This is an optimization exercise on Yosys and OpenROAD, whose aim is small area, a short achievable clock period and few clock cycles, not a production implementation.

==> job 8741: inputs <==
==> flow/design.v (excerpt) <==
module qsim_top #(
  parameter int MAX_QUBITS = 4,
  parameter int MAX_GATES  = 4,
  localparam int MAX_N = 2 ** MAX_QUBITS,
  localparam int IN_AW = $clog2(MAX_N + 1),
  localparam int GT_AW = $clog2(MAX_GATES * MAX_N * MAX_N),
  localparam int SP_AW = MAX_QUBITS + 1
) (
  input  logic                  clk,
  input  logic                  reset_n,
  input  logic                  dut_valid,
  output logic                  dut_ready,
  output logic [IN_AW-1:0]      q_state_input_sram_read_address,
  input  qsim_pkg::word_t       q_state_input_sram_read_data,
  output logic [GT_AW-1:0]      q_gates_sram_read_address,
  input  qsim_pkg::word_t       q_gates_sram_read_data,
  output logic [SP_AW-1:0]      scratchpad_sram_read_address,
  input  qsim_pkg::word_t       scratchpad_sram_read_data,
  output logic                  scratchpad_sram_write_enable,
  output logic [SP_AW-1:0]      scratchpad_sram_write_address,
  output qsim_pkg::word_t       scratchpad_sram_write_data,
  output logic                  q_state_output_sram_write_enable,
  output logic [MAX_QUBITS-1:0] q_state_output_sram_write_address,
  output qsim_pkg::word_t       q_state_output_sram_write_data
);
  localparam int ND = qsim_pkg::NDIG;
  localparam int AW = qsim_pkg::ACC_W;
  localparam int K  = 12;
  localparam int K2 = 25;
  logic [MAX_QUBITS-1:0] n_m1;
  logic [2:0]            m_reg;
  logic                  use_in;
  logic                  use_in_n;
  logic [3:0]            acc_first;
  logic                  row_done;
  logic                  job_done;
  logic [ND-1:0] gr_one, gr_two, gr_neg;
  logic [ND-1:0] gi_one, gi_two, gi_neg;
  logic [ND-1:0] gr_one_a, gr_two_a, gr_neg_a;
  logic [ND-1:0] gi_one_a, gi_two_a, gi_neg_a;
  logic [ND-1:0] gr_one_b, gr_two_b, gr_neg_b;
  logic [ND-1:0] gi_one_b, gi_two_b, gi_neg_b;
  qsim_pkg::word_t state_a;
  qsim_pkg::word_t state_a2;
  ...
clock: 12.0 ns
lec_check: 0
cap_margin: 20
core_margin: 2
core_utilization: 60
slew_margin: 20
standard.sh (not shown) runs the stock make flow with config.mk's settings and CLKGATE_MAP_FILE= SYNTH_SCRIPT=/design/flow/synth_recipe.tcl, a recipe that flattens the netlist after the stock synthesis.
==> flow/flow/run.sh <==
#!/bin/bash
# Own layout flow: the standard ORFS flow (standard.sh) at the design's
# clock period and constraints, with these changes in how the layout is made:
#  * after the standard synthesis, flow/fa_polarity.py removes inverters
#    between full-adder cells (a full adder with all inputs and outputs
#    complemented is the same cell); registers are untouched;
#  * timing repair aims for SETUP_SLACK_MARGIN ns of setup slack, worst path
#    only (TNS_END_PERCENT 0), so the resizer works on the paths that set the
#    achieved period;
#  * port buffers are buf_2 instead of the default pick;
#  * clock tree synthesis adds no dummy loads.
# Each step's full output goes to its own log file in this folder.
set -euo pipefail

export SETUP_SLACK_MARGIN=${SETUP_SLACK_MARGIN:-8.5}
export TNS_END_PERCENT=0
export BUFFER_PORTS_ARGS="-buffer_cell sky130_fd_sc_hd__buf_2"
export CTS_ARGS="-sink_clustering_enable -repair_clock_nets -dont_use_dummy_load"

RES=$(pwd)/orfs/results/$FLOW_PLATFORM/qsim_top/base

bash standard.sh "$RES/1_2_yosys.v" > log_synth.txt 2>&1
cp "$RES/1_2_yosys.v" 1_2_yosys_standard.v
python3 flow/fa_polarity.py 1_2_yosys_standard.v "$RES/1_2_yosys.v" > log_fa_polarity.txt 2>&1
bash standard.sh synth > log_synth_odb.txt 2>&1
bash standard.sh floorplan > log_floorplan.txt 2>&1
bash standard.sh place > log_place.txt 2>&1
bash standard.sh cts > log_cts.txt 2>&1
bash standard.sh route > log_route.txt 2>&1
bash standard.sh finish > log_finish.txt 2>&1
test -s out/final.def
Other scripts of this flow, unchanged in this note and not shown: flow/flow/fa_polarity.py
==> job 4818: changes against job 8741 <==
--- a/flow/flow/run.sh
+++ b/flow/flow/run.sh
@@ -12,7 +12,7 @@
 # Each step's full output goes to its own log file in this folder.
 set -euo pipefail
 
-export SETUP_SLACK_MARGIN=${SETUP_SLACK_MARGIN:-8.5}
+export SETUP_SLACK_MARGIN=${SETUP_SLACK_MARGIN:-9.0}
 export TNS_END_PERCENT=0
 export BUFFER_PORTS_ARGS="-buffer_cell sky130_fd_sc_hd__buf_2"
 export CTS_ARGS="-sink_clustering_enable -repair_clock_nets -dont_use_dummy_load"
==> comparison table <==
Worst setup path endpoint: job 4818 imag_mac_i.cut780$_DFF_P_; job 8741 real_mac_i.cut765$_DFF_P_
Cts repair resizes: job 4818 176; job 8741 154
M2 GR Usage: job 4818 52.2%; job 8741 52.3%
Clock buffer count from CTS: job 4818 67; job 8741 68
Non-clock buffer share of cell area: job 4818 4.01%; job 8741 3.94%
Final layout net count: job 4818 4550; job 8741 4553
WL met2: job 4818 53000 um; job 8741 53100 um
Largest fanout on the critical path: job 4818 8; job 8741 6
Outcome: job 4818 complete, no violations; job 8741 complete, no violations
Share of post-route cells with drive strength above 1: job 4818 16.1%; job 8741 15.9%
Buffers inserted by post-CTS timing repair: job 4818 20; job 8741 7
Placer's final routability congestion estimate: job 4818 0.917; job 8741 0.948
Startpoint of the most critical register-to-register path: job 4818 state_b2[11]$_DFF_P_; job 8741 gr_one_a[1]$_DFF_P_
Critical path data arrival time: job 4818 4.03 ns; job 8741 4.04 ns
Insertion delay of the later-clocked pin in the worst-skew pair: job 4818 0.63 ns; job 8741 0.62 ns
No run of this note included a check of the RTL's function; only the layout flow was run.

==> static timing again, ports no longer ideal <==
The flow's constraints put no driver on any port. The routed layouts listed below were extracted and timed again, unchanged, in two steps. Step 1 sets driving cells, clkbuf_16 on the clock port and buf_2 on the other inputs (assumed; they add their load-dependent delay and slew). Step 2 times the ports against the registers' clock, not the clock port: input delays grow and output delays shrink by t, the midpoint of the rising clock arrivals with the driver on. Slacks: ideal / step 1 / step 2; pairs: ideal / step 1.
run	t (ns)	setup WS [ns]	clock arrival spread, ns	worst slew at a driven data input, ns
job 8741	0.652	8.394 / 8.345 / 7.942	0.062 / 0.062	0.10
job 4818	0.665	8.417 / 8.372 / 7.908	0.065 / 0.065	0.10
After both steps every run listed still meets setup and hold. The setup slack of job 4818, which loses most, moves by -0.045 ns with the drivers and by -0.509 ns with both steps.
